Optimization exercise on an open flow, not production practice.
RTL: at most simulated, not proved equivalent.
Power: default activity.

===== design/flow/constraint.sdc =====
create_clock -name core_clock -period 6.5 [get_ports {clk}]
set_input_delay 1.3000 -clock core_clock [delete_from_list [all_inputs] [get_ports {clk}]]
set_output_delay 1.3000 -clock core_clock [all_outputs]
set_load 0.01 [all_outputs]

===== design/flow/design.v =====
`default_nettype none
package fir_pkg;
	typedef logic signed [5-1:0] sample_t;  
	typedef logic signed [9-1:0] coef_t;    
	typedef logic signed [17-1:0] acc_t;      
	typedef enum logic [2:0] {
		PH_INIT,
		PH0,
		PH1,
		PH2,
		PH3,
		PH4
	} phase_t;
endpackage
`default_nettype wire
`default_nettype none
module fir_decimator_top
(
	input wire logic clk,
	input wire logic resetn,
	input wire logic in_valid,
	input wire fir_pkg::sample_t data_in,
	input wire logic out_credit,
	output logic in_credit,
	output logic out_valid,
	output fir_pkg::sample_t data_out
);
	logic [4:0] m1;              
	logic [6:0] m3;              
	logic [7:0] m5;              
	logic [4:0] selA;            
	logic [4:0] nph;             
	logic done1;                 
	logic done2;                 
	logic [4:0] hi_r, hi_nx;     
	logic k9_r, k9_nx;           
	logic pend;                  
	logic ov;
	logic [4:0] res;
	logic [4:0] res_nx;
	logic [1:0] ocred;           
	logic [2:0] owe;             
	logic [3:0] commit;          
	logic icr;
	logic [4:0] u;
	logic [1:0] ocred_nx;
	logic [1:0] ocred_s;
	logic [3:0] commit_d;
	logic [2:0] owe_d;
	logic c_le8, c_le13;
	logic icr_nx;
	logic send;
	logic pend_nx;
	assign u = {~data_in[4], data_in[3:0]};
	logic [13:0] r10;
	assign r10 = ({14{selA[0]}} & 14'({5'(m1), 1'd0}))
		| ({14{selA[1]}} & 14'(5'(m1)))
		| ({14{selA[2]}} & 14'({5'(~m1), 1'd0}))
		| ({14{selA[3]}} & 14'(5'(~m1)))
		| ({14{selA[4]}} & 14'(5'(m1)));
	logic [13:0] r11;
	assign r11 = ({14{selA[0]}} & 14'({7'(m3), 2'd0}))
		| ({14{selA[1]}} & 14'({7'(m3), 2'd0}))
		| ({14{selA[3]}} & 14'({5'(~m1), 3'd0}));
	logic [13:0] r20;
	assign r20 = ({14{selA[0]}} & 14'({7'(m3), 6'd0}))
		| ({14{selA[1]}} & 14'({7'(m3), 5'd0}))
		| ({14{selA[3]}} & 14'({8'(~m5), 3'd0}))
		| ({14{selA[4]}} & 14'({5'(~m1), 4'd0}));
	logic [13:0] r21;
	assign r21 = ({14{selA[0]}} & 14'(5'(m1)))
		| ({14{selA[1]}} & 14'(7'(m3)))
		| ({14{selA[2]}} & 14'(7'(~m3)))
		| ({14{selA[3]}} & 14'(5'(m1)))
		| ({14{selA[4]}} & 14'({5'(m1), 1'd0}));
	logic [13:0] r30;
	assign r30 = ({14{selA[0]}} & 14'({5'(~m1), 4'd0}))
		| ({14{selA[1]}} & 14'({8'(~m5), 3'd0}))
		| ({14{selA[3]}} & 14'({7'(m3), 5'd0}))
		| ({14{selA[4]}} & 14'({7'(m3), 6'd0}));
	logic [13:0] r31;
	assign r31 = ({14{selA[0]}} & 14'({5'(m1), 1'd0}))
		| ({14{selA[1]}} & 14'(5'(m1)))
		| ({14{selA[2]}} & 14'(7'(~m3)))
		| ({14{selA[3]}} & 14'(7'(m3)))
		| ({14{selA[4]}} & 14'(5'(m1)));
	logic [10:0] r40;
	assign r40 = ({11{selA[0]}} & 11'(5'(m1)))
		| ({11{selA[1]}} & 11'(5'(~m1)))
		| ({11{selA[2]}} & 11'({5'(~m1), 1'd0}))
		| ({11{selA[3]}} & 11'(5'(m1)))
		| ({11{selA[4]}} & 11'({5'(m1), 1'd0}));
	logic [10:0] r41;
	assign r41 = ({11{selA[1]}} & 11'({5'(~m1), 3'd0}))
		| ({11{selA[3]}} & 11'({7'(m3), 2'd0}))
		| ({11{selA[4]}} & 11'({7'(m3), 2'd0}));
	logic [13:0] s1, as1, ns1;
	logic [13:1] c1, ac1, nc1;
	assign as1 = selA[0] ? s2 : s1;
	assign ac1 = selA[0] ? c2 : c1;
	logic t1_1, t1_2, t1_3, t1_4, t1_5, t1_6, t1_7, t1_8, t1_9, t1_10, t1_11, t1_12, t1_13, t1_14, t1_15, t1_16;
	assign ns1[0] = as1[0] ^ r10[0];
	assign nc1[1] = as1[0] & r10[0];
	assign t1_1 = as1[1] ^ ac1[1] ^ r10[1];
	assign t1_2 = (as1[1] & ac1[1]) | (as1[1] & r10[1]) | (ac1[1] & r10[1]);
	assign ns1[1] = t1_1;
	assign nc1[2] = 1'b0;
	assign t1_3 = as1[2] ^ ac1[2] ^ r10[2];
	assign t1_4 = (as1[2] & ac1[2]) | (as1[2] & r10[2]) | (ac1[2] & r10[2]);
	assign ns1[2] = t1_3 ^ r11[2] ^ t1_2;
	assign nc1[3] = (t1_3 & r11[2]) | (t1_3 & t1_2) | (r11[2] & t1_2);
	assign t1_5 = as1[3] ^ ac1[3] ^ r10[3];
	assign t1_6 = (as1[3] & ac1[3]) | (as1[3] & r10[3]) | (ac1[3] & r10[3]);
	assign ns1[3] = t1_5 ^ r11[3] ^ t1_4;
	assign nc1[4] = (t1_5 & r11[3]) | (t1_5 & t1_4) | (r11[3] & t1_4);
	assign t1_7 = as1[4] ^ ac1[4] ^ r10[4];
	assign t1_8 = (as1[4] & ac1[4]) | (as1[4] & r10[4]) | (ac1[4] & r10[4]);
	assign ns1[4] = t1_7 ^ r11[4] ^ t1_6;
	assign nc1[5] = (t1_7 & r11[4]) | (t1_7 & t1_6) | (r11[4] & t1_6);
	assign t1_9 = as1[5] ^ ac1[5] ^ r10[5];
	assign t1_10 = (as1[5] & ac1[5]) | (as1[5] & r10[5]) | (ac1[5] & r10[5]);
	assign ns1[5] = t1_9 ^ r11[5] ^ t1_8;
	assign nc1[6] = (t1_9 & r11[5]) | (t1_9 & t1_8) | (r11[5] & t1_8);
	assign t1_11 = as1[6] ^ ac1[6] ^ r11[6];
	assign t1_12 = (as1[6] & ac1[6]) | (as1[6] & r11[6]) | (ac1[6] & r11[6]);
	assign ns1[6] = t1_11 ^ t1_10;
	assign nc1[7] = t1_11 & t1_10;
	assign t1_13 = as1[7] ^ ac1[7] ^ r11[7];
	assign t1_14 = (as1[7] & ac1[7]) | (as1[7] & r11[7]) | (ac1[7] & r11[7]);
	assign ns1[7] = t1_13 ^ t1_12;
	assign nc1[8] = t1_13 & t1_12;
	assign t1_15 = as1[8] ^ ac1[8] ^ r11[8];
	assign t1_16 = (as1[8] & ac1[8]) | (as1[8] & r11[8]) | (ac1[8] & r11[8]);
	assign ns1[8] = t1_15 ^ t1_14;
	assign nc1[9] = t1_15 & t1_14;
	assign ns1[9] = as1[9] ^ ac1[9] ^ t1_16;
	assign nc1[10] = (as1[9] & ac1[9]) | (as1[9] & t1_16) | (ac1[9] & t1_16);
	assign ns1[10] = as1[10] ^ ac1[10];
	assign nc1[11] = as1[10] & ac1[10];
	assign ns1[11] = as1[11] ^ ac1[11];
	assign nc1[12] = as1[11] & ac1[11];
	assign ns1[12] = as1[12] ^ ac1[12];
	assign nc1[13] = as1[12] & ac1[12];
	assign ns1[13] = as1[13] ^ ac1[13];
	logic [13:0] s2, as2, ns2;
	logic [13:1] c2, ac2, nc2;
	assign as2 = selA[0] ? s3 : s2;
	assign ac2 = selA[0] ? c3 : c2;
	logic t2_1, t2_2, t2_3, t2_4, t2_5, t2_6, t2_7, t2_8, t2_9, t2_10, t2_11, t2_12, t2_13, t2_14, t2_15, t2_16, t2_17, t2_18, t2_19, t2_20, t2_21, t2_22, t2_23, t2_24;
	assign ns2[0] = as2[0] ^ r21[0];
	assign nc2[1] = as2[0] & r21[0];
	assign t2_1 = as2[1] ^ ac2[1] ^ r21[1];
	assign t2_2 = (as2[1] & ac2[1]) | (as2[1] & r21[1]) | (ac2[1] & r21[1]);
	assign ns2[1] = t2_1;
	assign nc2[2] = 1'b0;
	assign t2_3 = as2[2] ^ ac2[2] ^ r21[2];
	assign t2_4 = (as2[2] & ac2[2]) | (as2[2] & r21[2]) | (ac2[2] & r21[2]);
	assign ns2[2] = t2_3 ^ t2_2;
	assign nc2[3] = t2_3 & t2_2;
	assign t2_5 = as2[3] ^ ac2[3] ^ r20[3];
	assign t2_6 = (as2[3] & ac2[3]) | (as2[3] & r20[3]) | (ac2[3] & r20[3]);
	assign ns2[3] = t2_5 ^ r21[3] ^ t2_4;
	assign nc2[4] = (t2_5 & r21[3]) | (t2_5 & t2_4) | (r21[3] & t2_4);
	assign t2_7 = as2[4] ^ ac2[4] ^ r20[4];
	assign t2_8 = (as2[4] & ac2[4]) | (as2[4] & r20[4]) | (ac2[4] & r20[4]);
	assign ns2[4] = t2_7 ^ r21[4] ^ t2_6;
	assign nc2[5] = (t2_7 & r21[4]) | (t2_7 & t2_6) | (r21[4] & t2_6);
	assign t2_9 = as2[5] ^ ac2[5] ^ r20[5];
	assign t2_10 = (as2[5] & ac2[5]) | (as2[5] & r20[5]) | (ac2[5] & r20[5]);
	assign ns2[5] = t2_9 ^ r21[5] ^ t2_8;
	assign nc2[6] = (t2_9 & r21[5]) | (t2_9 & t2_8) | (r21[5] & t2_8);
	assign t2_11 = as2[6] ^ ac2[6] ^ r20[6];
	assign t2_12 = (as2[6] & ac2[6]) | (as2[6] & r20[6]) | (ac2[6] & r20[6]);
	assign ns2[6] = t2_11 ^ r21[6] ^ t2_10;
	assign nc2[7] = (t2_11 & r21[6]) | (t2_11 & t2_10) | (r21[6] & t2_10);
	assign t2_13 = as2[7] ^ ac2[7] ^ r20[7];
	assign t2_14 = (as2[7] & ac2[7]) | (as2[7] & r20[7]) | (ac2[7] & r20[7]);
	assign ns2[7] = t2_13 ^ t2_12;
	assign nc2[8] = t2_13 & t2_12;
	assign t2_15 = as2[8] ^ ac2[8] ^ r20[8];
	assign t2_16 = (as2[8] & ac2[8]) | (as2[8] & r20[8]) | (ac2[8] & r20[8]);
	assign ns2[8] = t2_15 ^ t2_14;
	assign nc2[9] = t2_15 & t2_14;
	assign t2_17 = as2[9] ^ ac2[9] ^ r20[9];
	assign t2_18 = (as2[9] & ac2[9]) | (as2[9] & r20[9]) | (ac2[9] & r20[9]);
	assign ns2[9] = t2_17 ^ t2_16;
	assign nc2[10] = t2_17 & t2_16;
	assign t2_19 = as2[10] ^ ac2[10] ^ r20[10];
	assign t2_20 = (as2[10] & ac2[10]) | (as2[10] & r20[10]) | (ac2[10] & r20[10]);
	assign ns2[10] = t2_19 ^ t2_18;
	assign nc2[11] = t2_19 & t2_18;
	assign t2_21 = as2[11] ^ ac2[11] ^ r20[11];
	assign t2_22 = (as2[11] & ac2[11]) | (as2[11] & r20[11]) | (ac2[11] & r20[11]);
	assign ns2[11] = t2_21 ^ t2_20;
	assign nc2[12] = t2_21 & t2_20;
	assign t2_23 = as2[12] ^ ac2[12] ^ r20[12];
	assign t2_24 = (as2[12] & ac2[12]) | (as2[12] & r20[12]) | (ac2[12] & r20[12]);
	assign ns2[12] = t2_23 ^ t2_22;
	assign nc2[13] = t2_23 & t2_22;
	assign ns2[13] = as2[13] ^ ac2[13] ^ t2_24;
	logic [13:0] s3, as3, ns3;
	logic [13:1] c3, ac3, nc3;
	assign as3 = selA[0] ? 14'(s4) : s3;
	assign ac3 = selA[0] ? 13'(c4) : c3;
	logic t3_1, t3_2, t3_3, t3_4, t3_5, t3_6, t3_7, t3_8, t3_9, t3_10, t3_11, t3_12, t3_13, t3_14, t3_15, t3_16, t3_17, t3_18, t3_19, t3_20, t3_21, t3_22, t3_23, t3_24;
	assign ns3[0] = as3[0] ^ r31[0];
	assign nc3[1] = as3[0] & r31[0];
	assign t3_1 = as3[1] ^ ac3[1] ^ r31[1];
	assign t3_2 = (as3[1] & ac3[1]) | (as3[1] & r31[1]) | (ac3[1] & r31[1]);
	assign ns3[1] = t3_1;
	assign nc3[2] = 1'b0;
	assign t3_3 = as3[2] ^ ac3[2] ^ r31[2];
	assign t3_4 = (as3[2] & ac3[2]) | (as3[2] & r31[2]) | (ac3[2] & r31[2]);
	assign ns3[2] = t3_3 ^ t3_2;
	assign nc3[3] = t3_3 & t3_2;
	assign t3_5 = as3[3] ^ ac3[3] ^ r30[3];
	assign t3_6 = (as3[3] & ac3[3]) | (as3[3] & r30[3]) | (ac3[3] & r30[3]);
	assign ns3[3] = t3_5 ^ r31[3] ^ t3_4;
	assign nc3[4] = (t3_5 & r31[3]) | (t3_5 & t3_4) | (r31[3] & t3_4);
	assign t3_7 = as3[4] ^ ac3[4] ^ r30[4];
	assign t3_8 = (as3[4] & ac3[4]) | (as3[4] & r30[4]) | (ac3[4] & r30[4]);
	assign ns3[4] = t3_7 ^ r31[4] ^ t3_6;
	assign nc3[5] = (t3_7 & r31[4]) | (t3_7 & t3_6) | (r31[4] & t3_6);
	assign t3_9 = as3[5] ^ ac3[5] ^ r30[5];
	assign t3_10 = (as3[5] & ac3[5]) | (as3[5] & r30[5]) | (ac3[5] & r30[5]);
	assign ns3[5] = t3_9 ^ r31[5] ^ t3_8;
	assign nc3[6] = (t3_9 & r31[5]) | (t3_9 & t3_8) | (r31[5] & t3_8);
	assign t3_11 = as3[6] ^ ac3[6] ^ r30[6];
	assign t3_12 = (as3[6] & ac3[6]) | (as3[6] & r30[6]) | (ac3[6] & r30[6]);
	assign ns3[6] = t3_11 ^ r31[6] ^ t3_10;
	assign nc3[7] = (t3_11 & r31[6]) | (t3_11 & t3_10) | (r31[6] & t3_10);
	assign t3_13 = as3[7] ^ ac3[7] ^ r30[7];
	assign t3_14 = (as3[7] & ac3[7]) | (as3[7] & r30[7]) | (ac3[7] & r30[7]);
	assign ns3[7] = t3_13 ^ t3_12;
	assign nc3[8] = t3_13 & t3_12;
	assign t3_15 = as3[8] ^ ac3[8] ^ r30[8];
	assign t3_16 = (as3[8] & ac3[8]) | (as3[8] & r30[8]) | (ac3[8] & r30[8]);
	assign ns3[8] = t3_15 ^ t3_14;
	assign nc3[9] = t3_15 & t3_14;
	assign t3_17 = as3[9] ^ ac3[9] ^ r30[9];
	assign t3_18 = (as3[9] & ac3[9]) | (as3[9] & r30[9]) | (ac3[9] & r30[9]);
	assign ns3[9] = t3_17 ^ t3_16;
	assign nc3[10] = t3_17 & t3_16;
	assign t3_19 = as3[10] ^ ac3[10] ^ r30[10];
	assign t3_20 = (as3[10] & ac3[10]) | (as3[10] & r30[10]) | (ac3[10] & r30[10]);
	assign ns3[10] = t3_19 ^ t3_18;
	assign nc3[11] = t3_19 & t3_18;
	assign t3_21 = as3[11] ^ ac3[11] ^ r30[11];
	assign t3_22 = (as3[11] & ac3[11]) | (as3[11] & r30[11]) | (ac3[11] & r30[11]);
	assign ns3[11] = t3_21 ^ t3_20;
	assign nc3[12] = t3_21 & t3_20;
	assign t3_23 = as3[12] ^ ac3[12] ^ r30[12];
	assign t3_24 = (as3[12] & ac3[12]) | (as3[12] & r30[12]) | (ac3[12] & r30[12]);
	assign ns3[12] = t3_23 ^ t3_22;
	assign nc3[13] = t3_23 & t3_22;
	assign ns3[13] = as3[13] ^ ac3[13] ^ t3_24;
	logic [10:0] s4, as4, ns4;
	logic [10:1] c4, ac4, nc4;
	assign as4 = selA[0] ? 11'd232 : s4;
	assign ac4 = selA[0] ? 10'd0 : c4;
	logic t4_1, t4_2, t4_3, t4_4, t4_5, t4_6, t4_7, t4_8, t4_9, t4_10, t4_11, t4_12, t4_13, t4_14, t4_15, t4_16;
	assign ns4[0] = as4[0] ^ r40[0];
	assign nc4[1] = as4[0] & r40[0];
	assign t4_1 = as4[1] ^ ac4[1] ^ r40[1];
	assign t4_2 = (as4[1] & ac4[1]) | (as4[1] & r40[1]) | (ac4[1] & r40[1]);
	assign ns4[1] = t4_1;
	assign nc4[2] = 1'b0;
	assign t4_3 = as4[2] ^ ac4[2] ^ r40[2];
	assign t4_4 = (as4[2] & ac4[2]) | (as4[2] & r40[2]) | (ac4[2] & r40[2]);
	assign ns4[2] = t4_3 ^ r41[2] ^ t4_2;
	assign nc4[3] = (t4_3 & r41[2]) | (t4_3 & t4_2) | (r41[2] & t4_2);
	assign t4_5 = as4[3] ^ ac4[3] ^ r40[3];
	assign t4_6 = (as4[3] & ac4[3]) | (as4[3] & r40[3]) | (ac4[3] & r40[3]);
	assign ns4[3] = t4_5 ^ r41[3] ^ t4_4;
	assign nc4[4] = (t4_5 & r41[3]) | (t4_5 & t4_4) | (r41[3] & t4_4);
	assign t4_7 = as4[4] ^ ac4[4] ^ r40[4];
	assign t4_8 = (as4[4] & ac4[4]) | (as4[4] & r40[4]) | (ac4[4] & r40[4]);
	assign ns4[4] = t4_7 ^ r41[4] ^ t4_6;
	assign nc4[5] = (t4_7 & r41[4]) | (t4_7 & t4_6) | (r41[4] & t4_6);
	assign t4_9 = as4[5] ^ ac4[5] ^ r40[5];
	assign t4_10 = (as4[5] & ac4[5]) | (as4[5] & r40[5]) | (ac4[5] & r40[5]);
	assign ns4[5] = t4_9 ^ r41[5] ^ t4_8;
	assign nc4[6] = (t4_9 & r41[5]) | (t4_9 & t4_8) | (r41[5] & t4_8);
	assign t4_11 = as4[6] ^ ac4[6] ^ r41[6];
	assign t4_12 = (as4[6] & ac4[6]) | (as4[6] & r41[6]) | (ac4[6] & r41[6]);
	assign ns4[6] = t4_11 ^ t4_10;
	assign nc4[7] = t4_11 & t4_10;
	assign t4_13 = as4[7] ^ ac4[7] ^ r41[7];
	assign t4_14 = (as4[7] & ac4[7]) | (as4[7] & r41[7]) | (ac4[7] & r41[7]);
	assign ns4[7] = t4_13 ^ t4_12;
	assign nc4[8] = t4_13 & t4_12;
	assign t4_15 = as4[8] ^ ac4[8] ^ r41[8];
	assign t4_16 = (as4[8] & ac4[8]) | (as4[8] & r41[8]) | (ac4[8] & r41[8]);
	assign ns4[8] = t4_15 ^ t4_14;
	assign nc4[9] = t4_15 & t4_14;
	assign ns4[9] = as4[9] ^ ac4[9] ^ t4_16;
	assign nc4[10] = (as4[9] & ac4[9]) | (as4[9] & t4_16) | (ac4[9] & t4_16);
	assign ns4[10] = as4[10] ^ ac4[10];
	assign hi_nx = s1[13:9] + c1[13:9];
	assign k9_nx = 10'({1'b0, s1[8:0]} + {1'b0, c1[8:1], 1'b0}) >> 9;
	assign res_nx = hi_r + 5'(k9_r) + 5'd4;
	always_ff @(posedge clk)
	begin
		s1 <= ns1;
		c1 <= nc1;
	end
	always_ff @(posedge clk, negedge resetn)
	begin
		if (!resetn)
		begin
			s2 <= 14'd13723;
			c2 <= '0;
			s3 <= 14'd7284;
			c3 <= '0;
			s4 <= 11'd845;
			c4 <= '0;
		end
		else
		begin
			s2 <= ns2;
			c2 <= nc2;
			s3 <= ns3;
			c3 <= nc3;
			s4 <= ns4;
			c4 <= nc4;
		end
	end
	assign out_valid = ov;
	assign data_out = res;
	assign in_credit = icr;
	assign send = ov;
	assign ocred_s = ocred - {1'b0, send};
	assign ocred_nx = out_credit ? ocred_s + 2'd1 : ocred_s;
	assign c_le8 = commit <= 4'd8;
	assign c_le13 = commit <= 4'd13;
	assign icr_nx = (owe != 3'd0) && (send ? (c_le13 || ocred[1]) : (c_le8 || ((ocred != 2'd0) && c_le13)));
	assign pend_nx = done2 || (pend && !send);
	assign owe_d = owe - {2'b0, icr_nx};
	assign commit_d = commit - (send ? 4'd5 : 4'd0) + {3'b0, icr_nx};
	always_ff @(posedge clk)
	begin
		m1 <= u;
		m3 <= {2'b0, u} + {1'b0, u, 1'b0};
		m5 <= {3'b0, u} + {1'b0, u, 2'b0};
		selA <= in_valid ? nph : 5'd0;
		ov <= pend_nx && (ocred_s != 2'd0);
		icr <= icr_nx;
		if (done1)
		begin
			hi_r <= hi_nx;
			k9_r <= k9_nx;
		end
		res <= res_nx;
	end
	always_ff @(posedge clk, negedge resetn)
	begin
		if (!resetn)
		begin
			nph <= 5'd1;
			done1 <= 1'b0;
			done2 <= 1'b0;
			pend <= 1'b0;
			ocred <= 2'd2;
			owe <= 3'd0;
			commit <= 4'd4;
		end
		else
		begin
			if (in_valid)
				nph <= {nph[3:0], nph[4]};
			done1 <= selA[4];
			done2 <= done1;
			pend <= pend_nx;
			ocred <= ocred_nx;
			owe <= in_valid ? owe_d + 3'd1 : owe_d;
			commit <= commit_d;
		end
	end
endmodule
`default_nettype wire

===== design/flow/config.mk =====
export PLATFORM = sky130hd
export DESIGN_NAME = fir_decimator_top
export DESIGN_NICKNAME = fir_decimator_top
export VERILOG_FILES = /design/flow/design.v
export SDC_FILE = /design/flow/constraint.sdc
export NUM_CORES = 4
export LEC_CHECK = 0
export CAP_MARGIN = 20
export CORE_MARGIN = 2
export CORE_UTILIZATION = 40
export SETUP_SLACK_MARGIN = 4.32
export SLEW_MARGIN = 20

===== design/flow/run.sh =====
#!/bin/bash
# synth_recipe.tcl (not shown) runs the flow's synth.tcl, then flattens the netlist and writes it again
# the make line also repeats each setting of config.mk as NAME=value (left out here)
make -C /OpenROAD-flow-scripts/flow DESIGN_CONFIG=/design/flow/config.mk WORK_HOME=/design/flow/orfs CLKGATE_MAP_FILE= SYNTH_SCRIPT=/design/flow/synth_recipe.tcl finish

==> results of run 1 <==
power groups by stage:
stage | Sequential [mW] | Combinational, mW | Clock (mW)
after floorplan | 1.09 | 0.279 | 0
after global placement | 1.12 | 0.330 | 0
after detailed placement | 1.12 | 0.355 | 0
after CTS | 1.10 | 0.356 | 1.08
after global routing | 1.12 | 0.437 | 1.12
final | 1.10 | 0.371 | 1.05
layout by cell type (no fill, tap or decap), types with 5 or more instances in the layout:
cell,count
inv_1,66
dfrtp_1,64
nand2_1,61
ha_1,58
fa_1,56
dfxtp_1,45
mux2_2,43
mux2i_1,30
buf_4,26
dfstp_2,25
xnor2_1,21
clkbuf_16,21
nor2b_1,16
nand2b_1,16
a21oi_1,14
o21ai_0,13
nor2_1,12
nand4_1,12
a21o_1,9
and2_1,8
edfxtp_1,6
buf_2,6
xor2_1,5
inv_6,5
dfxtp_2,5
dfxtp_4,5
buf_12,5
kinds of logic (layout without fill, tap and decap cells):
logic type	after synthesis	count (layout)
AO/OA/AOI/OAI	59	59
buffers and inverters	101	154
multiplexers	74	74
XOR/XNOR	26	26
adder cells (fa/ha/maj)	120	120
flip-flops	150	150
AND/OR/NAND/NOR	149	149
cell type report:
cell class	instances	area, um2
Fill cell	1802	10150
Inverter	74	301.5
Multi-Input combinational cell	428	4194
Clock buffer	19	454.2
Timing Repair Buffer	48	479.2
Sequential cell	150	3565
Clock inverter	13	182.7
Tap cell	265	331.6
registers in the layout, summed over array words and instances (netlist names), 2 cells and up:
name,cells
s1,14
s2,14
s3,14
c1,12
c2,12
c3,12
s4,11
c4,9
m5,8
m3,6
hi_r,5
nph,5
res,5
selA,5
commit,4
m1,3
owe,3
ocred,2
stage by stage:
stage	area [um2]	hold slack [ps]	util	worst slack, ps	power (mW)
6_report	9508	453.9	0.4838	4305	2.531
5_1_grt	9508	477.7	0.4838	4263	2.673
4_1_cts	9306	464.0	0.4735	4262	2.531
3_5_place_dp	8446	442.7	0.4297	3383	1.473
3_3_place_gp	8446	436.3	0.4297	3406	1.445
2_1_floorplan	8127	369.3	-	4239	1.373
final timing paths:
check / slack, ps / startpoint / endpoint
setup / recovery: 4300 / selA[0] / s4[3]
hold / removal: 450 / done2 / pend
setup reg to reg: 4300 / selA[0] / s4[3]
min in group asynchronous: 710 / resetn / nph[2]
max in group asynchronous: 4590 / resetn / c4[1]
hold reg to reg: 450 / done2 / pend
repair_timing:
item                       CTS  global route
gates cloned                 0             3
resized for setup           66            23
setup endpoints to repair   96            33
setup buffers               18            10
pin swaps                    0            11
metal layers:
layer  up-vias  global-route usage  wire length (um)  share of wire
li1       2331                   -                 -              -
met1      2456              0.2282              7700           0.46
met2       152              0.2458              7564           0.46
met3        30             0.04156               934          0.056
met4         0             0.06553               399          0.024
met5         -                   0                 0              0
==> results.json, run 1 <==
{
  "rsz0062_at_grt": "yes",
  "tightest_slew_ps": 959.4,
  "viasPerCell": 4.984,
  "synth-compound-area-share": 0.04660,
  "grt_max_degree": 77,
  "cts_buffers": 17,
  "status": "timing/DRC/antenna clean",
  "slew-limit-headroom": 0.3604,
  "synth.avg_cell_area_um2": 11.90,
  "critical_path_class": "reg2reg",
  "synth.area.mux_share": 0.09847,
  "cts_hold_buf": 0,
  "cp_slowest_cell": "fa_1",
  "wire_per_inst_um": 16.65,
  "max-vdd-ir-drop_v": 0.0002646,
  "cts_sinks": 150,
  "setup_violations": 0,
  "crit_cells": 7,
  "critPathBufInv": 2,
  "antenna_found_initial": 0,
  "synth_top_area_frac": 0.1982,
  "chipHeight_um": 146.1,
  "synth-xor-area-share": 0.02818,
  "slowest_delay_ps": 530,
  "row_count": 51,
  "synth_edf_count": 6,
  "cp_max_fo": 9,
  "fmax_mhz": 455.6,
  "synth_top_area_cell": "dfrtp_1",
  "synthArstFlopShare": 0.5933,
  "placed_cells": 934,
  "grt_use_total": 0.1638,
  "sw_frac_of_total": 0.2604,
  "ant_nets": 0,
  "synth_fa_ha_area_frac": 0.2397,
  "power.share.combinational": 0.147,
  "layout_min_cycle_time_ps": 2195,
  "startpoint_type": "flop",
  "clock_latency_ps": 430,
  "cp_data_arrival_time_ps": 2560,
  "cts_root_buf": "clkbuf_16",
  "cpMostUsedCell": "fa_1",
  "p_switching_uw": 658.9,
  "syn_inst": 679,
  "synth_common_cells": "inv_1 (73), dfrtp_1 (64), nand2_1 (63)",
  "slew_viol_final": 0,
  "min_path_cells": 1,
  "p_clk_frac": 0.417,
  "die_area_um2": 21360,
  "ys_ff_latch": 150,
  "clockBufferDepth": 2,
  "first_iter_violations": 404,
  "fin_skew_ps": 16.38,
  "htree_levels": 4,
  "io_pins": 16,
  "drc": 0,
  "finalHoldViolCount": 0,
  "drive_gt1_frac": 0.2514,
  "max_cap_viol_count": 0,
  "start_util": 0.4112,
  "worst_hold_path_type": "reg2reg",
  "coreArea_um2": 19650,
  "cts_tree": "done",
  "r2r_cells": 7,
  "grt_pass1_wl_mm": 27.22,
  "final_nets": 848,
  "syn_to_final_growth_pct": 17.65,
  "gp_congestion": 0.8739,
  "p_int_mw": 1.872,
  "synth_cell_types": 48,
  "synthSimpleGateAreaFrac": 0.09258,
  "yosys_most_used_dff": "dfrtp_1",
  "yosysSeqAreaShare": 0.4380,
  "grt_pass1_vias": 5236,
  "first_pass_iters": 5,
  "synth_area_um2": 8082,
  "required_ps": 6860,
  "finalCritPeriodShare": 0.3377,
  "portBuffers": 15,
  "antenna_cells": 0,
  "yosysWarningCount": 1,
  "vias": 4969,
  "end_kind": "flop",
  "p_seq_frac": 0.437,
  "p_leak_nw": 4.674,
  "critical-path-top-delay-family": "adder cells",
  "clk_pin_slew_ps": 60,
  "cp_cell_sequence": "buf_12 -> or2_4 -> nand2_1 -> and4b_1 -> fa_1 -> inv_1 -> fa_1",
  "tns_ps": 0,
  "synth_most_common_cell": "inv_1",
  "power-per-cell-area_nw_per_um2": 266.2,
  "synth_top_family_by_area": "adder cells",
  "wl_mm": 16.60,
  "syn-num-nets": 808,
  "fin_cells": 997,
  "die_x_um": 146.1,
  "dp_hpwl_mm": 11.65,
  "grt_overflow": 0,
  "synth.area.top_cells": "dfrtp_1 (20%), fa_1 (14%), dfxtp_1 (14%), ha_1 (9.6%), dfstp_2 (8.1%)"
}
Testbench counts, summed over its fixed seeds: cycles 12,024, results 2,400.
==> run 2, diff against run 1 <==
--- a/design/flow/config.mk
+++ b/design/flow/config.mk
@@ -7,2 +7,3 @@
 export LEC_CHECK = 0
+export ABC_AREA = 1
 export CAP_MARGIN = 20
@@ -10,3 +11,3 @@
 export CORE_UTILIZATION = 40
-export SETUP_SLACK_MARGIN = 4.32
+export SETUP_SLACK_MARGIN = 4.1
 export SLEW_MARGIN = 20
==> run 2 against run 1 <==
Effect of this change:
- final cell count grew 15%
- die area grew 1.3%
- sequential share of layout area grew 1.1 points
- design area shrank 3.3%
- first-iteration DRC count grew 8.4%
- total power grew 58%
- non-clock buffer count shrank 25
- core utilization shrank 2.8 points
- clock skew shrank 5.1 ps
- setup slack lost 170 ps
- critical endpoint is now out_valid
- largest power group unchanged
- highest routed layer unchanged
==> results.json, run 2 <==
{
  "yosys_most_used_dff": "dfrtp_1",
  "startpoint_type": "flop",
  "cp_cell_sequence": "clkdlybuf4s15_1",
  "syn-num-nets": 978,
  "p_int_mw": 2.533,
  "htree_levels": 4,
  "synth.avg_cell_area_um2": 9.650,
  "post-route-worst-setup-slack_ps": 4133,
  "required_ps": 5200,
  "design_area_um2": 9196,
  "vias": 5414,
  "setup_violations": 0,
  "p_switching_mw": 1.458,
  "max_cap_viol_count": 0,
  "wl_mm": 16.53,
  "cts_sinks": 150,
  "grt_use_total": 0.1630,
  "fin_cells": 1148,
  "start_util": 0.4062,
  "first_pass_iters": 5,
  "cts_tree": "done",
  "antenna_found_initial": 0,
  "row_count": 52,
  "die_x_um": 147.1,
  "postPlaceCellArea_um2": 8532,
  "die_area_um2": 21640,
  "final_core_util": 0.4560,
  "synth_area_um2": 8193,
  "p_seq_frac": 0.392,
  "power.share.combinational": 0.376,
  "synth_edf_count": 6,
  "whs_ps": 445.0,
  "layout_common_cells": "nand2_1 (179), inv_1 (145), o21ai_0 (69), dfrtp_1 (64), ha_1 (61)",
  "tns_ps": 0,
  "cp_max_fo": 5,
  "fmax_mhz": 422.5,
  "synth_most_common_cell": "nand2_1",
  "reg.largest.list": "s1 x14, s2 x14, s3 x14",
  "slew_viol_final": 0,
  "synth.area.top_cells": "dfrtp_1 (20%), fa_1 (14%), dfxtp_1 (13%), ha_1 (9.5%), nand2_1 (8.2%)",
  "critical_path_class": "reg2out",
  "finalCritPeriodShare": 0.3642,
  "ant_nets": 0,
  "portBuffers": 15,
  "final_nets": 994,
  "place_ws_ps": 3377,
  "synthArstFlopShare": 0.5933,
  "cp_data_arrival_time_ps": 1070,
  "cts_root_buf": "clkbuf_16",
  "sw_frac_of_total": 0.3653,
  "yosysWarningCount": 1,
  "grt_max_degree": 79,
  "antenna_cells": 0,
  "io_pins": 16,
  "grt_pass1_wl_mm": 27.41,
  "chipHeight_um": 147.1,
  "worst_hold_path_type": "reg2reg",
  "drive_gt1_frac": 0.09226,
  "clockBufferDepth": 2,
  "synth_common_cells": "nand2_1 (179), inv_1 (145), o21ai_0 (70)",
  "max-vdd-ir-drop_v": 0.0002749,
  "coreArea_um2": 20170,
  "p_leak_nw": 4.579,
  "synth_cell_types": 35,
  "slowest_delay_ps": 380,
  "first_iter_violations": 438,
  "ys_ff_latch": 150,
  "finalPower_mw": 3.990,
  "critPathBufInv": 1,
  "cp_slowest_cell": "dfxtp_2",
  "status": "timing/DRC/antenna clean",
  "viasPerCell": 4.716,
  "layout_min_cycle_time_ps": 2367,
  "dp_hpwl_mm": 11.87,
  "wire_per_inst_um": 14.40,
  "synth_top_area_frac": 0.1955,
  "final_common_cell": "nand2_1",
  "rsz0062_at_grt": "yes",
  "cts_buffers": 17,
  "clk_pin_slew_ps": 60,
  "finalHoldViolCount": 0,
  "clock_latency_ps": 430,
  "p_clk_frac": 0.232,
  "syn_inst": 849,
  "tightest_slew_ps": 723.3,
  "gp_congestion": 0.9232,
  "power-per-cell-area_nw_per_um2": 433.9,
  "grt_overflow": 0,
  "slew-limit-headroom": 0.5178,
  "synth_top_area_cell": "dfrtp_1",
  "fin_skew_ps": 11.32,
  "syn_to_final_growth_pct": 12.25,
  "end_kind": "output port",
  "placed_cells": 1111,
  "drc": 0,
  "yosysSeqAreaShare": 0.4320,
  "grt_pass1_vias": 5319,
  "critical-path-top-delay-family": "flip-flops"
}
run 2: changes by cell type after synthesis, moves of 20 or more:
cell,before,now
o21ai_0,14,70
nor2_1,13,33
nand3_1,3,35
inv_1,73,145
mux2_2,44,0
nand2_1,63,179
run 2: cells by family (layout without fill, tap and decap cells):
| group | Yosys count | in the layout | synth area share |
|---|---|---|---|
| multiplexers | 20 | 20 | 0.02443 |
| AND/OR/NAND/NOR | 265 | 265 | 0.1327 |
| AO/OA/AOI/OAI | 106 | 106 | 0.06995 |
| XOR/XNOR | 15 | 15 | 0.01604 |
| buffers and inverters | 173 | 202 | 0.08842 |
| adder cells (fa/ha/maj) | 120 | 120 | 0.2364 |
| flip-flops | 150 | 150 | 0.4320 |
run 2: area by class of cell:
cell class                      count  area, um2
Sequential cell                   150       3548
Tap cell                          270      337.8
Clock buffer                       18      429.2
Multi-Input combinational cell    526       3958
Timing Repair Buffer               23      244.0
Fill cell                        1968      10970
Inverter                          147      554.3
Clock inverter                     14      125.1
run 2: repair_timing:
item                       CTS  global route
hold buffers                 0             0
buffers inserted             1             3
cloned                       1             0
gates resized for setup     23             7
setup endpoints to repair   63            17
run 2: final timing paths:
check	start	cells after the start	slack (ps)	endpoint
min reg2reg	hi_r[4]	1	440	res[4]
max	ov	1	4130	out_valid
min in group asynchronous	resetn	1	700	commit[3]
max reg2reg	selA[1]	6	4190	s4[3]
max in group asynchronous	resetn	2	4850	c4[3]
min	hi_r[4]	1	440	res[4]
run 2: power groups by stage:
stage	clock network, mW	logic, mW	registers, mW
after detailed placement	0	1.51	1.58
after CTS	0.952	1.53	1.57
after global placement	0	1.44	1.58
after global routing	0.992	1.81	1.60
final	0.926	1.50	1.56
after floorplan	0	1.18	1.51
run 2: metal layers:
layer / wire [um] / track usage / up-vias
met1: 8193 / 0.2420 / 2555
met3: 713 / 0.02484 / 24
met5: 0 / 0 / -
met2: 7278 / 0.2386 / 125
met4: 348 / 0.06827 / 0
li1: - / - / 2710
==> run 3, diff against run 2 <==
--- a/design/flow/config.mk
+++ b/design/flow/config.mk
@@ -11,3 +11,3 @@
 export CORE_UTILIZATION = 40
-export SETUP_SLACK_MARGIN = 4.1
+export SETUP_SLACK_MARGIN = 4.2
 export SLEW_MARGIN = 20
==> run 3 against run 2 <==
Effect of this change:
- global-route usage shrank 0.055 points
- clock power increased by 6.7%
- still clean
- register-to-register slack improved by 100 ps
- routed wire length fell by 1.6%
- largest power group unchanged
==> results.json, run 3 <==
{
  "critical-path-top-delay-family": "flip-flops",
  "dr_wl_met3_um": 780,
  "finalPower_mw": 4.058,
  "startpoint_type": "flop",
  "viasPerCell": 4.717,
  "max-vdd-ir-drop_v": 0.0002629,
  "chipHeight_um": 147.1,
  "io_pins": 16,
  "critical_path_class": "reg2out",
  "antenna_cells": 0,
  "layout_common_cells": "nand2_1 (178), inv_1 (144), o21ai_0 (69), dfrtp_1 (64), ha_1 (61)",
  "cts_root_buf": "clkbuf_16",
  "synth_common_cells": "nand2_1 (179), inv_1 (145), o21ai_0 (70)",
  "cts_sinks": 150,
  "yosys_most_used_dff": "dfrtp_1",
  "tns_ps": 0,
  "gp_congestion": 0.9140,
  "cts_buffers": 17,
  "synth_cell_types": 35,
  "p_seq_frac": 0.384,
  "met1_length_mm": 8.052,
  "p_switching_mw": 1.475,
  "grt_pass1_wl_mm": 27.52,
  "reg.largest.list": "s1 x14, s2 x14, s3 x14",
  "grt_max_degree": 64,
  "slew_viol_final": 0,
  "yosysWarningCount": 1,
  "syn-num-nets": 978,
  "synth_top_area_cell": "dfrtp_1",
  "slowest_delay_ps": 310,
  "dp_hpwl_mm": 11.56,
  "end_kind": "output port",
  "syn_to_final_growth_pct": 12.74,
  "synth_edf_count": 6,
  "synth.area.top_cells": "dfrtp_1 (20%), fa_1 (14%), dfxtp_1 (13%), ha_1 (9.5%), nand2_1 (8.2%)",
  "drc": 0,
  "grt_use_total": 0.1624,
  "portBuffers": 15,
  "yosysSeqAreaShare": 0.4320,
  "die_area_um2": 21640,
  "grt_overflow": 0,
  "cp_max_fo": 1,
  "row_count": 52,
  "cp_cell_sequence": "clkdlybuf4s15_1",
  "p_clk_frac": 0.244,
  "first_iter_violations": 460,
  "final_nets": 994,
  "required_ps": 5200,
  "finalHoldViolCount": 0,
  "slew-limit-headroom": 0.4658,
  "clk_pin_slew_ps": 60,
  "critPathBufInv": 1,
  "synthArstFlopShare": 0.5933,
  "final_core_util": 0.4579,
  "status": "timing/DRC/antenna clean",
  "first_pass_iters": 5,
  "cp_slowest_cell": "dfxtp_1",
  "drive_gt1_frac": 0.1025,
  "cts_tree": "done",
  "synth_area_um2": 8193,
  "htree_levels": 4,
  "clock_latency_ps": 430,
  "clockBufferDepth": 2,
  "top_layer": "met4",
  "p_leak_nw": 4.607,
  "cts_hold_buf": 0,
  "wire_per_inst_um": 14.17,
  "layout_min_cycle_time_ps": 2247,
  "fin_skew_ps": 10.48,
  "synth_top_area_frac": 0.1955,
  "power-per-cell-area_nw_per_um2": 439.4,
  "cp_data_arrival_time_ps": 950,
  "max_cap_viol_count": 0,
  "rsz0062_at_grt": "yes",
  "sw_frac_of_total": 0.3634,
  "tightest_slew_ps": 801.3,
  "ys_ff_latch": 150,
  "synth.avg_cell_area_um2": 9.650,
  "power.share.combinational": 0.372,
  "setup_violations": 0,
  "wl_mm": 16.27,
  "vias": 5415,
  "ant_nets": 0,
  "met2_length_mm": 7.112,
  "finalCritPeriodShare": 0.3456,
  "fmax_mhz": 445.1,
  "grt_pass1_vias": 5396,
  "syn_inst": 849,
  "die_x_um": 147.1,
  "synth_most_common_cell": "nand2_1",
  "antenna_found_initial": 0,
  "start_util": 0.4062,
  "final_common_cell": "nand2_1",
  "coreArea_um2": 20170,
  "whs_ps": 448.9,
  "worst_hold_path_type": "reg2reg",
  "p_int_mw": 2.584
}
[run 3: power groups by stage]
stage	clock, mW	sequential [mW]	combinational (mW)
4_1_cts	1.01	1.56	1.54
3_5_place_dp	0	1.58	1.50
3_3_place_gp	0	1.58	1.44
5_1_grt	1.05	1.60	1.84
2_1_floorplan	0	1.51	1.18
6_report	0.988	1.56	1.51
[run 3: path summary, 6_finish.rpt]
kind / from / endpoint / slack [ps] / depth (start not counted)
worst max-delay path: res[3] / data_out[3] / 4250 / 1
worst min-delay path: hi_r[4] / res[4] / 450 / 1
worst max register to register: selA[0] / s2[6] / 4290 / 6
worst min register to register: hi_r[4] / res[4] / 450 / 1
max in group asynchronous: resetn / s3[9] / 4590 / 2
min in group asynchronous: resetn / c4[4] / 780 / 1
[run 3: through the flow]
stage                     worst slack (ps)  cells  cell area, um2
after floorplan                       4206    849            8193
after global placement                3445   1111            8532
after detailed placement              3425   1111            8532
after CTS                             4159   1148            9228
after global routing                  4164   1148            9236
final                                 4253   1148            9236
[run 3: routing by layer]
| metal | vias up | GRT usage |
|---|---|---|
| li1 | 2719 | - |
| met1 | 2537 | 0.2394 |
| met3 | 30 | 0.03354 |
| met4 | 0 | 0.05673 |
| met5 | - | 0 |
| met2 | 129 | 0.2383 |
[run 3: area by class of cell]
cell class,instances,area (um2)
Clock inverter,14,163.9
Fill cell,1941,10930
Inverter,147,554.3
Tap cell,270,337.8
Clock buffer,18,429.2
Sequential cell,150,3555
Timing Repair Buffer,23,240.2
Multi-Input combinational cell,526,3956
[run 3: logic make-up after synthesis]
family,count (synthesis),share of synthesized area
compound gates,106,0.06995
buf+inv,173,0.08842
xor+xnor,15,0.01604
flops,150,0.4320
fa+ha+maj,120,0.2364
mux,20,0.02443
simple gates,265,0.1327
[run 3: timing repair]
item,CTS,global route
buffers inserted,4,0
pin swaps,0,1
endpoints found under the setup margin,87,22
cloned,1,0
endpoints found under the hold margin,0,0
gates resized for setup,34,19
==> run 4, diff against run 3 <==
--- a/design/flow/config.mk
+++ b/design/flow/config.mk
@@ -11,3 +11,3 @@
 export CORE_UTILIZATION = 40
-export SETUP_SLACK_MARGIN = 4.2
+export SETUP_SLACK_MARGIN = 4.3
 export SLEW_MARGIN = 20
==> run 4 against run 3 <==
Effect of this change:
- clock skew fell by 1.5 ps
- first-iteration DRC count shrank 4.8%
- via count grew 2.1%
- non-clock buffer count increased by 14
- maximum frequency is 2.9% higher
- final cell count increased by 1.3%
- total power grew 0.22%
- still clean
- sequential cell count unchanged
- routed wire length up 2.2%
- clock-buffer cell count stayed put
==> results.json, run 4 <==
{
  "grt_max_degree": 64,
  "cts_tree": "done",
  "start_util": 0.4062,
  "io_pins": 16,
  "synth_most_common_cell": "nand2_1",
  "clock_latency_ps": 420,
  "syn-num-nets": 978,
  "yosysWarningCount": 1,
  "fmax_mhz": 458.1,
  "tns_ps": 0,
  "grt_pass1_wl_mm": 27.89,
  "syn_inst": 849,
  "fin_cells": 1163,
  "die_area_um2": 21640,
  "die_x_um": 147.1,
  "cp_cell_sequence": "buf_6",
  "slew_viol_final": 0,
  "chipHeight_um": 147.1,
  "layout_common_cells": "nand2_1 (178), inv_1 (142), o21ai_0 (67), dfrtp_1 (64), ha_1 (59)",
  "yosys_most_used_dff": "dfrtp_1",
  "n_fill_cell": 1932,
  "vias": 5531,
  "finalCritPeriodShare": 0.3358,
  "syn_to_final_growth_pct": 15.01,
  "layout_min_cycle_time_ps": 2183,
  "cp_max_fo": 2,
  "synth_top_area_frac": 0.1955,
  "cts_buffers": 17,
  "ys_ff_latch": 150,
  "yosysSeqAreaShare": 0.4320,
  "antenna_found_initial": 0,
  "critical_path_class": "reg2out",
  "drive_gt1_frac": 0.1310,
  "grt_busiest_layer": "met2",
  "register_area_um2": 3558,
  "synth.area.top_cells": "dfrtp_1 (20%), fa_1 (14%), dfxtp_1 (13%), ha_1 (9.5%), nand2_1 (8.2%)",
  "wire_per_inst_um": 14.29,
  "synth_area_um2": 8193,
  "status": "timing/DRC/antenna clean",
  "use_met3": 0.02888,
  "dp_hpwl_mm": 11.78,
  "power-per-cell-area_nw_per_um2": 431.7,
  "synth_cell_types": 35,
  "synthArstFlopShare": 0.5933,
  "wl_mm": 16.62,
  "final_common_cell": "nand2_1",
  "setup_violations": 0,
  "end_kind": "output port",
  "coreArea_um2": 20170,
  "synth.avg_cell_area_um2": 9.650,
  "first_iter_violations": 438,
  "clockBufferDepth": 2,
  "multi_input_area_um2": 3984,
  "htree_levels": 4,
  "cts_sinks": 150,
  "row_count": 52,
  "grt_use_total": 0.1652,
  "required_ps": 5200,
  "reg.largest.list": "s1 x14, s2 x14, s3 x14",
  "finalHoldViolCount": 0,
  "p_leak_nw": 4.685,
  "ant_nets": 0,
  "rsz0062_at_grt": "yes",
  "slowest_delay_ps": 350,
  "max-vdd-ir-drop_v": 0.0002394,
  "postPlaceCellArea_um2": 8553,
  "cp_data_arrival_time_ps": 880,
  "cp_slowest_cell": "dfxtp_4",
  "use_met1": 0.2433,
  "max_cap_viol_count": 0,
  "whs_ps": 448.0,
  "synth_top_area_cell": "dfrtp_1",
  "clk_pin_slew_ps": 70,
  "met2_usage": 0.2472,
  "placed_cells": 1111,
  "final_nets": 1009,
  "drc": 0,
  "design_area_um2": 9423,
  "cts_root_buf": "clkbuf_16",
  "portBuffers": 15,
  "critical-path-top-delay-family": "flip-flops",
  "synth_common_cells": "nand2_1 (179), inv_1 (145), o21ai_0 (70)",
  "synth_edf_count": 6,
  "slew-limit-headroom": 0.4717,
  "grt_pass1_vias": 5534,
  "first_pass_iters": 5,
  "fin_skew_ps": 9.022,
  "viasPerCell": 4.756,
  "worst_hold_path_type": "reg2reg",
  "antenna_cells": 0,
  "startpoint_type": "flop",
  "gp_congestion": 0.9196,
  "tightest_slew_ps": 792.5,
  "critPathBufInv": 1,
  "grt_overflow": 0
}
==> run 4: cell types whose count changed in the layout (fill, tap and decap cells not counted), moves of 2 or more <==
| cell | before | now |
|---|---|---|
| clkdlybuf4s15_1 | 4 | 0 |
| ha_1 | 61 | 59 |
| clkbuf_16 | 17 | 19 |
| inv_1 | 144 | 142 |
| o21ai_0 | 69 | 67 |
| buf_2 | 2 | 6 |
| o21ai_1 | 6 | 8 |
| buf_16 | 0 | 2 |
| clkinv_8 | 0 | 2 |
| buf_4 | 4 | 14 |
==> run 4: cell families after synthesis <==
| family | Yosys count | share of synthesized area |
|---|---|---|
| XOR/XNOR | 15 | 0.01604 |
| buffers and inverters | 173 | 0.08842 |
| AO/OA/AOI/OAI | 106 | 0.06995 |
| AND/OR/NAND/NOR | 265 | 0.1327 |
| flip-flops | 150 | 0.4320 |
| multiplexers | 20 | 0.02443 |
| adder cells (fa/ha/maj) | 120 | 0.2364 |
==> run 4: final cells by class <==
cell class / instances / area share
clock buffers: 18 / 0.04555
clock inverters: 14 / 0.01673
inverters: 147 / 0.06028
multi-input cells: 526 / 0.4228
flip-flops and latches: 150 / 0.3776
well taps: 270 / 0.03585
repair buffers: 37 / 0.04050
repair inverters: 1 / 0.0006639
==> run 4: worst paths after layout <==
path / start / endpoint / slack, ps / depth (start not counted)
max: ov / out_valid / 4320 / 1
min: hi_r[4] / res[4] / 450 / 1
max reg2reg: selA[0] / s1[2] / 4350 / 10
min reg2reg: hi_r[4] / res[4] / 450 / 1
max in group asynchronous: resetn / c3[7] / 4590 / 2
min in group asynchronous: resetn / c4[4] / 790 / 1
==> run 4: power by group <==
part | switching (mW) | internal, mW | leakage [nW] | total, mW
clock | 0.427 | 0.546 | 0.285 | 0.973
sequential | 0.189 | 1.37 | 1.60 | 1.56
combinational | 0.882 | 0.652 | 2.80 | 1.53
==> run 4: what timing repair did <==
| item | CTS | global route |
|---|---|---|
| setup endpoints to repair | 93 | 15 |
| setup buffers | 8 | 8 |
| cloned | 2 | 2 |
| hold buffers | 0 | 0 |
| pin swaps | 0 | 2 |
| gates resized for setup | 58 | 20 |
==> run 4: metal layers <==
metal | vias to the layer above | wire (um)
li1 | 2740 | -
met2 | 154 | 7446
met5 | - | 0
met1 | 2615 | 8155
met4 | 0 | 285
met3 | 22 | 736
==> run 4: through the flow <==
stage | power (mW) | util | setup slack (ps)
CTS | 4.105 | 0.4598 | 4290
floorplan | 2.691 | - | 4289
detailed placement | 3.094 | 0.4241 | 3548
finish | 4.067 | 0.4672 | 4317
global route | 4.519 | 0.4672 | 4256
global placement | 3.031 | 0.4241 | 3551
==> run 5, diff against run 4 <==
--- a/design/flow/config.mk
+++ b/design/flow/config.mk
@@ -11,3 +11,3 @@
 export CORE_UTILIZATION = 40
-export SETUP_SLACK_MARGIN = 4.3
+export SETUP_SLACK_MARGIN = 4.32
 export SLEW_MARGIN = 20
==> run 5 against run 4 <==
Effect of this change:
- total power up 0.73%
- design area up 0.46%
- sequential share of layout area down 0.13 points
- maximum frequency down 0.29%
- clock-buffer cell count unchanged
- combinational power about the same
- clock skew about the same
- highest routed layer unchanged
==> results.json, run 5 <==
{
  "status": "timing/DRC/antenna clean",
  "whs_ps": 448.9,
  "slowest_delay_ps": 350,
  "critical-path-top-delay-family": "flip-flops",
  "drc": 0,
  "slew_viol_final": 0,
  "met2_usage": 0.2390,
  "cts_root_buf": "clkbuf_16",
  "max-vdd-ir-drop_v": 0.0002309,
  "end_kind": "output port",
  "cp_cell_sequence": "buf_6",
  "portBuffers": 15,
  "syn_inst": 849,
  "final_common_cell": "nand2_1",
  "row_count": 52,
  "die_x_um": 147.1,
  "tns_ps": 0,
  "gp_congestion": 0.8939,
  "synthSimpleGateAreaFrac": 0.1327,
  "clock_latency_ps": 430,
  "vias": 5495,
  "grt_max_degree": 54,
  "synth_area_um2": 8193,
  "synth.area.top_cells": "dfrtp_1 (20%), fa_1 (14%), dfxtp_1 (13%), ha_1 (9.5%), nand2_1 (8.2%)",
  "placed_cells": 1111,
  "finalCritPeriodShare": 0.3368,
  "fin_cells": 1165,
  "critical_path_class": "reg2out",
  "power-per-cell-area_nw_per_um2": 432.8,
  "finalPower_mw": 4.097,
  "cts_buffers": 17,
  "first_iter_violations": 473,
  "drive_gt1_frac": 0.1374,
  "use_met3": 0.03230,
  "synth_most_common_cell": "nand2_1",
  "place_ws_ps": 3541,
  "io_pins": 16,
  "cp_data_arrival_time_ps": 890,
  "critPathBufInv": 1,
  "postPlaceCellArea_um2": 8566,
  "slew-limit-headroom": 0.5704,
  "cp_max_fo": 2,
  "syn-num-nets": 978,
  "clk_pin_slew_ps": 70,
  "setup_violations": 0,
  "n_fill_cell": 1919,
  "synth-xor-area-share": 0.01604,
  "clockBufferDepth": 2,
  "worst_hold_path_type": "reg2reg",
  "synth.area.mux_share": 0.02443,
  "final_core_util": 0.4694,
  "fin_skew_ps": 9.289,
  "layout_min_cycle_time_ps": 2189,
  "synth_top_area_cell": "dfrtp_1",
  "fmax_mhz": 456.8,
  "synth_cell_types": 35,
  "htree_levels": 4,
  "wl_mm": 16.66,
  "grt_use_total": 0.1616,
  "grt_pass1_wl_mm": 27.04,
  "cts_hold_buf": 0,
  "antenna_found_initial": 0,
  "tightest_slew_ps": 644.3,
  "design_area_um2": 9467,
  "use_met1": 0.2357,
  "synth_fa_ha_area_frac": 0.2364,
  "yosys_most_used_dff": "dfrtp_1",
  "synth_common_cells": "nand2_1 (179), inv_1 (145), o21ai_0 (70)",
  "grt_busiest_layer": "met2",
  "die_area_um2": 21640,
  "p_leak_nw": 4.694,
  "synth_top_family_by_area": "adder cells",
  "coreArea_um2": 20170,
  "ys_ff_latch": 150,
  "synth.avg_cell_area_um2": 9.650,
  "startpoint_type": "flop",
  "cts_tree": "done",
  "synth-compound-area-share": 0.06995,
  "finalHoldViolCount": 0,
  "wire_per_inst_um": 14.30,
  "viasPerCell": 4.717,
  "grt_overflow": 0,
  "rsz0062_at_grt": "yes",
  "required_ps": 5200,
  "synth_edf_count": 6,
  "start_util": 0.4062,
  "cts_sinks": 150,
  "synth_top_area_frac": 0.1955,
  "dp_hpwl_mm": 11.94,
  "final_nets": 1011,
  "grt_pass1_vias": 5319,
  "post-route-worst-setup-slack_ps": 4311,
  "first_pass_iters": 5,
  "antenna_cells": 0,
  "max_cap_viol_count": 0,
  "cp_slowest_cell": "dfxtp_4",
  "reg.largest.list": "s1 x14, s2 x14, s3 x14",
  "syn_to_final_growth_pct": 15.55,
  "yosysSeqAreaShare": 0.4320,
  "yosysWarningCount": 1,
  "ant_nets": 0,
  "chipHeight_um": 147.1,
  "layout_common_cells": "nand2_1 (178), inv_1 (141), o21ai_0 (64), dfrtp_1 (64), ha_1 (59)",
  "synthArstFlopShare": 0.5933
}
[run 5: what timing repair did]
action                                  4_1_cts  5_1_grt
gates resized for setup                      59       26
endpoints found under the setup margin       90       27
hold endpoints to repair                      0        0
setup buffers                                 7       11
gates cloned                                  0        4
pin swaps                                     0        4
[run 5: path summary, 6_finish.rpt]
kind | startpoint | end | slack (ps) | depth (start not counted)
worst min register to register | hi_r[4] | res[4] | 450 | 1
max in group asynchronous | resetn | s2[5] | 4600 | 2
worst max register to register | selA[0] | s2[6] | 4320 | 7
worst max-delay path | ov | out_valid | 4310 | 1
worst min-delay path | hi_r[4] | res[4] | 450 | 1
min in group asynchronous | resetn | commit[3] | 840 | 1
[run 5: layout make-up]
cell class,count,area [um2],area share
clock buffer,18,429.2,0.04533
clock inverter,14,163.9,0.01731
inverter,147,568.0,0.06001
multi-input combinational,526,4000,0.4225
sequential,150,3562,0.3763
tap,270,337.8,0.03569
timing repair buffer,38,391.6,0.04137
timing repair inverter,2,13.76,0.001454
[run 5: worst reg2reg max path: stages (launching register included)]
cell and delay (ps):
dfxtp_4 480, buf_12 150, buf_16 170, o21ai_1 120
fa_1 540, inv_1 60, fa_1 520, inv_1 40
[run 5: routing by layer]
layer	vias to the layer above	wire length [um]	part of all wire
li1	2751	-	-
met1	2587	8231	0.49
met2	135	7408	0.44
met3	22	683	0.041
met4	0	337	0.020
met5	-	0	0
[run 5: kinds of logic (layout without fill, tap and decap cells)]
kind of cell	count (synthesis)	count (layout)
mux	20	20
buf+inv	173	219
flops	150	150
compound gates	106	106
simple gates	265	265
xor+xnor	15	15
fa+ha+maj	120	120
[run 5: report_power, final]
group / leakage [nW] / switching, mW / internal (mW)
combinational: 2.81 / 0.878 / 0.659
clock: 0.286 / 0.413 / 0.577
sequential: 1.60 / 0.198 / 1.37
total: 4.69 / 1.49 / 2.61
==> run 6, diff against run 5 <==
--- a/design/flow/config.mk
+++ b/design/flow/config.mk
@@ -11,3 +11,4 @@
 export CORE_UTILIZATION = 40
-export SETUP_SLACK_MARGIN = 4.32
+export SETUP_SLACK_MARGIN = 4.27
 export SLEW_MARGIN = 20
+export TNS_END_PERCENT = 10
==> run 6 against run 5 <==
Effect of this change:
- hold slack improved by 1.3 ps
- final cell count shrank 0.43%
- register-to-register slack lost 90 ps
- die area stayed put
- synthesized area stayed put
- routed wire length up 0.33%
- clock-buffer cell count unchanged
- maximum frequency down 3.6%
- largest cell class unchanged
==> results.json, run 6 <==
{
  "grt_pass1_wl_mm": 27.48,
  "synth.avg_cell_area_um2": 9.650,
  "antenna_cells": 0,
  "htree_levels": 4,
  "cts_root_buf": "clkbuf_16",
  "synthArstFlopShare": 0.5933,
  "wl_mm": 16.72,
  "row_count": 52,
  "final_common_cell": "nand2_1",
  "post-route-worst-setup-slack_ps": 4229,
  "layout_min_cycle_time_ps": 2271,
  "grt_pass1_vias": 5361,
  "die_area_um2": 21640,
  "yosysSeqAreaShare": 0.4320,
  "wire_per_inst_um": 14.41,
  "cts_tree": "done",
  "final_nets": 1006,
  "portBuffers": 15,
  "tightest_slew_ps": 781.6,
  "synth_common_cells": "nand2_1 (179), inv_1 (145), o21ai_0 (70)",
  "syn_inst": 849,
  "reg.largest.list": "s1 x14, s2 x14, s3 x14",
  "critical_path_class": "reg2reg",
  "setup_violations": 0,
  "gp_congestion": 0.9375,
  "yosys_most_used_dff": "dfrtp_1",
  "power-per-cell-area_nw_per_um2": 436.4,
  "layout_common_cells": "nand2_1 (178), inv_1 (143), o21ai_0 (67), dfrtp_1 (64), ha_1 (60)",
  "max-vdd-ir-drop_v": 0.0002974,
  "synth_top_area_cell": "dfrtp_1",
  "worst_hold_path_type": "reg2reg",
  "clk_pin_slew_ps": 70,
  "status": "timing/DRC/antenna clean",
  "fin_skew_ps": 9.840,
  "place_ws_ps": 3503,
  "rsz0062_at_grt": "yes",
  "synth_area_um2": 8193,
  "antenna_found_initial": 0,
  "ys_ff_latch": 150,
  "max_cap_viol_count": 0,
  "synth_most_common_cell": "nand2_1",
  "cts_sinks": 150,
  "clock_latency_ps": 420,
  "coreArea_um2": 20170,
  "finalHoldViolCount": 0,
  "tns_ps": 0,
  "drive_gt1_frac": 0.1169,
  "slew-limit-headroom": 0.4789,
  "clockBufferDepth": 2,
  "placed_cells": 1111,
  "grt_overflow": 0,
  "cts_hold_buf": 0,
  "yosysWarningCount": 1,
  "synth_edf_count": 6,
  "synth_top_area_frac": 0.1955,
  "synth.area.top_cells": "dfrtp_1 (20%), fa_1 (14%), dfxtp_1 (13%), ha_1 (9.5%), nand2_1 (8.2%)",
  "startpoint_type": "flop",
  "p_leak_nw": 4.643,
  "cp_max_fo": 7,
  "die_x_um": 147.1,
  "cp_data_arrival_time_ps": 2590,
  "fmax_mhz": 440.3,
  "finalCritPeriodShare": 0.3494,
  "end_kind": "flop",
  "fin_cells": 1160,
  "grt_use_total": 0.1620,
  "first_pass_iters": 5,
  "syn_to_final_growth_pct": 13.65,
  "synth_cell_types": 35,
  "viasPerCell": 4.727,
  "first_iter_violations": 411,
  "dp_hpwl_mm": 12.07,
  "required_ps": 6820,
  "drc": 0,
  "start_util": 0.4062,
  "ant_nets": 0,
  "cts_buffers": 17,
  "io_pins": 16,
  "chipHeight_um": 147.1,
  "grt_max_degree": 63,
  "vias": 5483,
  "syn-num-nets": 978,
  "slew_viol_final": 0
}
run 6: worst max-delay path, stage by stage (launching register included):
cell and delay, ps:
dfxtp_4 410, buf_2 190, buf_4 150, nand2_2 70, o2111ai_1 210, fa_1 530, inv_1 50, fa_1 520
inv_1 30
run 6: repair_timing:
item,CTS,global route
buffers inserted,3,13
gates resized for setup,40,16
setup endpoints to repair,81,33
gates cloned,0,1
run 6: per-layer routing:
metal	vias up	share of wire	track usage
li1	2734	-	-
met5	-	0	0
met2	122	0.44	0.2423
met4	0	0.015	0.04760
met3	21	0.043	0.03261
met1	2606	0.50	0.2394
run 6: through the flow:
stage	hold WS (ps)	util	power [mW]	area, um2
final	450.2	0.4617	4.063	9311
after floorplan	367.0	-	2.690	8195
after global placement	439.8	0.4231	3.034	8534
after global routing	483.8	0.4617	4.481	9311
after CTS	454.7	0.4558	4.102	9194
after detailed placement	445.3	0.4231	3.105	8534
run 6: final timing paths:
kind / start / depth (start not counted) / end / slack (ps)
max: selA[0] / 8 / s2[6] / 4230
min in group asynchronous: resetn / 1 / s4[4] / 790
max reg2reg: selA[0] / 8 / s2[6] / 4230
min: hi_r[4] / 1 / res[4] / 450
min reg2reg: hi_r[4] / 1 / res[4] / 450
max in group asynchronous: resetn / 2 / c3[6] / 4590
run 6: kinds of logic after synthesis:
| group | share of synthesized area |
|---|---|
| AO/OA/AOI/OAI | 0.06995 |
| adder cells (fa/ha/maj) | 0.2364 |
| multiplexers | 0.02443 |
| XOR/XNOR | 0.01604 |
| AND/OR/NAND/NOR | 0.1327 |
| buffers and inverters | 0.08842 |
| flip-flops | 0.4320 |
run 6: report_power, final:
part	switching (mW)	internal, mW
clock network	0.432	0.546
registers	0.190	1.37
logic	0.884	0.641
run 6: final cells by class:
cell class	instances	area (um2)
timing repair inverter	1	8.758
timing repair buffer	34	295.3
multi-input combinational	526	3963
inverter	147	568.0
clock inverter	14	152.6
clock buffer	18	429.2
sequential	150	3557
fill	1971	10860
tap	270	337.8
==> run 7, diff against run 6 <==
--- a/design/flow/config.mk
+++ b/design/flow/config.mk
@@ -13,2 +13 @@
 export SLEW_MARGIN = 20
-export TNS_END_PERCENT = 10
==> run 7 against run 6 <==
Effect of this change:
- routed wire length fell by 1.9%
- sequential power barely moved
- synthesized area did not move
- critical path depth fell by 7
- total power fell by 0.86%
- hold slack got worse by 5.1 ps
- via count fell by 0.60%
- critical path type is now reg2out
- largest cell class unchanged
- highest routed layer unchanged
==> results.json, run 7 <==
{
  "cp_cell_sequence": "buf_6",
  "tns_ps": 0,
  "grt_pass1_vias": 5345,
  "p_seq_frac": 0.389,
  "final_core_util": 0.4615,
  "cts_buffers": 17,
  "r2r-start": "selA[0]",
  "synth_common_cells": "nand2_1 (179), inv_1 (145), o21ai_0 (70)",
  "cts_root_buf": "clkbuf_16",
  "synth_top_area_cell": "dfrtp_1",
  "grt_pass1_wl_mm": 27.51,
  "max_cap_viol_count": 0,
  "min_path_cells": 1,
  "layout_common_cells": "nand2_1 (179), inv_1 (144), o21ai_0 (69), dfrtp_1 (64), ha_1 (60)",
  "antenna_cells": 0,
  "grt_max_degree": 79,
  "final_nets": 1002,
  "r2r-end": "s1[3]",
  "antenna_found_initial": 0,
  "design_area_um2": 9309,
  "syn_to_final_growth_pct": 13.62,
  "finalHoldViolCount": 0,
  "drc": 0,
  "synth_edf_count": 6,
  "grt_use_total": 0.1631,
  "synth_cell_types": 35,
  "synth.avg_cell_area_um2": 9.650,
  "synth_area_um2": 8193,
  "ant_nets": 0,
  "clockBufferDepth": 2,
  "slew-limit-headroom": 0.6858,
  "worst-r2r-setup-slack_ps": 4360,
  "cts_tree": "done",
  "reg.largest.list": "s1 x14, s2 x14, s3 x14",
  "gp_congestion": 0.8954,
  "cp_data_arrival_time_ps": 900,
  "portBuffers": 15,
  "dp_hpwl_mm": 11.83,
  "slowest_delay_ps": 360,
  "end_kind": "output port",
  "first_iter_violations": 387,
  "critical-path-top-delay-family": "flip-flops",
  "critical_path_class": "reg2out",
  "synth_top_area_frac": 0.1955,
  "row_count": 52,
  "finalCritPeriodShare": 0.3387,
  "power.share.combinational": 0.374,
  "viasPerCell": 4.715,
  "die_area_um2": 21640,
  "postPlaceCellArea_um2": 8537,
  "multi_input_area_um2": 3966,
  "worst_hold_path_type": "reg2reg",
  "startpoint_type": "flop",
  "layout_min_cycle_time_ps": 2202,
  "placed_cells": 1111,
  "synthArstFlopShare": 0.5933,
  "wire_per_inst_um": 14.18,
  "drive_gt1_frac": 0.1174,
  "grt_overflow": 0,
  "hold_path_end": "res[4]",
  "fin_skew_ps": 7.285,
  "clk_pin_slew_ps": 70,
  "required_ps": 5200,
  "p_leak_nw": 4.635,
  "rsz0062_at_grt": "yes",
  "synth.area.top_cells": "dfrtp_1 (20%), fa_1 (14%), dfxtp_1 (13%), ha_1 (9.5%), nand2_1 (8.2%)",
  "coreArea_um2": 20170,
  "fin_cells": 1156,
  "r2r_cells": 7,
  "register_area_um2": 3557,
  "yosysSeqAreaShare": 0.4320,
  "syn_inst": 849,
  "first_pass_iters": 5,
  "start_util": 0.4062,
  "p_switching_mw": 1.481,
  "status": "timing/DRC/antenna clean",
  "max-vdd-ir-drop_v": 0.0002419,
  "yosys_most_used_dff": "dfrtp_1",
  "vias": 5450,
  "wl_mm": 16.40,
  "clock_latency_ps": 430,
  "fmax_mhz": 454.2,
  "cts_sinks": 150,
  "io_pins": 16,
  "syn-num-nets": 978,
  "cp_slowest_cell": "dfxtp_4",
  "power-per-cell-area_nw_per_um2": 432.8,
  "die_x_um": 147.1,
  "setup_violations": 0,
  "finalPower_mw": 4.029,
  "min_from": "hi_r[4]",
  "cp_max_fo": 2,
  "sw_frac_of_total": 0.3675,
  "synth_most_common_cell": "nand2_1",
  "critPathBufInv": 1,
  "p_int_mw": 2.548,
  "htree_levels": 4,
  "final_common_cell": "nand2_1",
  "chipHeight_um": 147.1,
  "tightest_slew_ps": 467.7,
  "n_fill_cell": 1952,
  "yosysWarningCount": 1,
  "slew_viol_final": 0,
  "ys_ff_latch": 150,
  "p_clk_frac": 0.237
}
[run 7: logic make-up (layout without fill, tap and decap cells)]
logic type,count (synthesis),after routing,share of synthesized area
XOR/XNOR,15,15,0.01604
AND/OR/NAND/NOR,265,265,0.1327
buffers and inverters,173,210,0.08842
adder cells (fa/ha/maj),120,120,0.2364
AO/OA/AOI/OAI,106,106,0.06995
multiplexers,20,20,0.02443
flip-flops,150,150,0.4320
[run 7: worst max path at each step]
stage | depth (start not counted) | startpoint | slack (ps) | to
detailed placement | 8 | data_in[2] | 3510 | m5[6]
finish | 1 | ov | 4300 | out_valid
CTS | 1 | ov | 4260 | out_valid
floorplan | 7 | data_in[0] | 4270 | m5[6]
global placement | 7 | data_in[3] | 3510 | m5[6]
global route | 8 | selA[0] | 4260 | s3[6]
[run 7: layout make-up]
class                      instances  share of cell area
timing repair buffer              30             0.03266
inverter                         147             0.06062
sequential                       150              0.3821
tap                              270             0.03629
clock buffer                      19             0.04651
timing repair inverter             1           0.0009409
multi-input combinational        526              0.4261
clock inverter                    13             0.01478
[run 7: power by group through the flow]
stage	clock network (mW)	logic (mW)	registers, mW
after floorplan	0	1.18	1.51
after CTS	0.980	1.53	1.57
after global routing	1.03	1.82	1.61
final	0.957	1.51	1.57
after global placement	0	1.45	1.58
after detailed placement	0	1.51	1.58
[run 7: worst register-to-register path: stages (launching register included)]
cell,delay (ps)
dfxtp_4,400
buf_16,200
nand2_1,100
nand2_1,60
a21oi_2,130
nand3b_1,170
fa_1,490
fa_1,470
[run 7: what timing repair did]
action,4_1_cts,5_1_grt
hold buffers,0,0
resized for setup,55,15
setup buffers,5,5
cloned,1,1
setup endpoints to repair,84,15
[run 7: stage by stage]
| stage | setup WS [ps] | hold slack, ps |
|---|---|---|
| floorplan | 4270 | 367.0 |
| global placement | 3511 | 440.4 |
| detailed placement | 3507 | 440.1 |
| CTS | 4259 | 449.7 |
| global route | 4262 | 471.3 |
| finish | 4298 | 445.1 |
[run 7: per-layer routing]
metal	up-vias	GRT usage	routed length, um
met4	0	0.05048	203
li1	2732	-	-
met5	-	0	0
met3	17	0.03478	724
met1	2594	0.2381	8184
met2	107	0.2446	7285
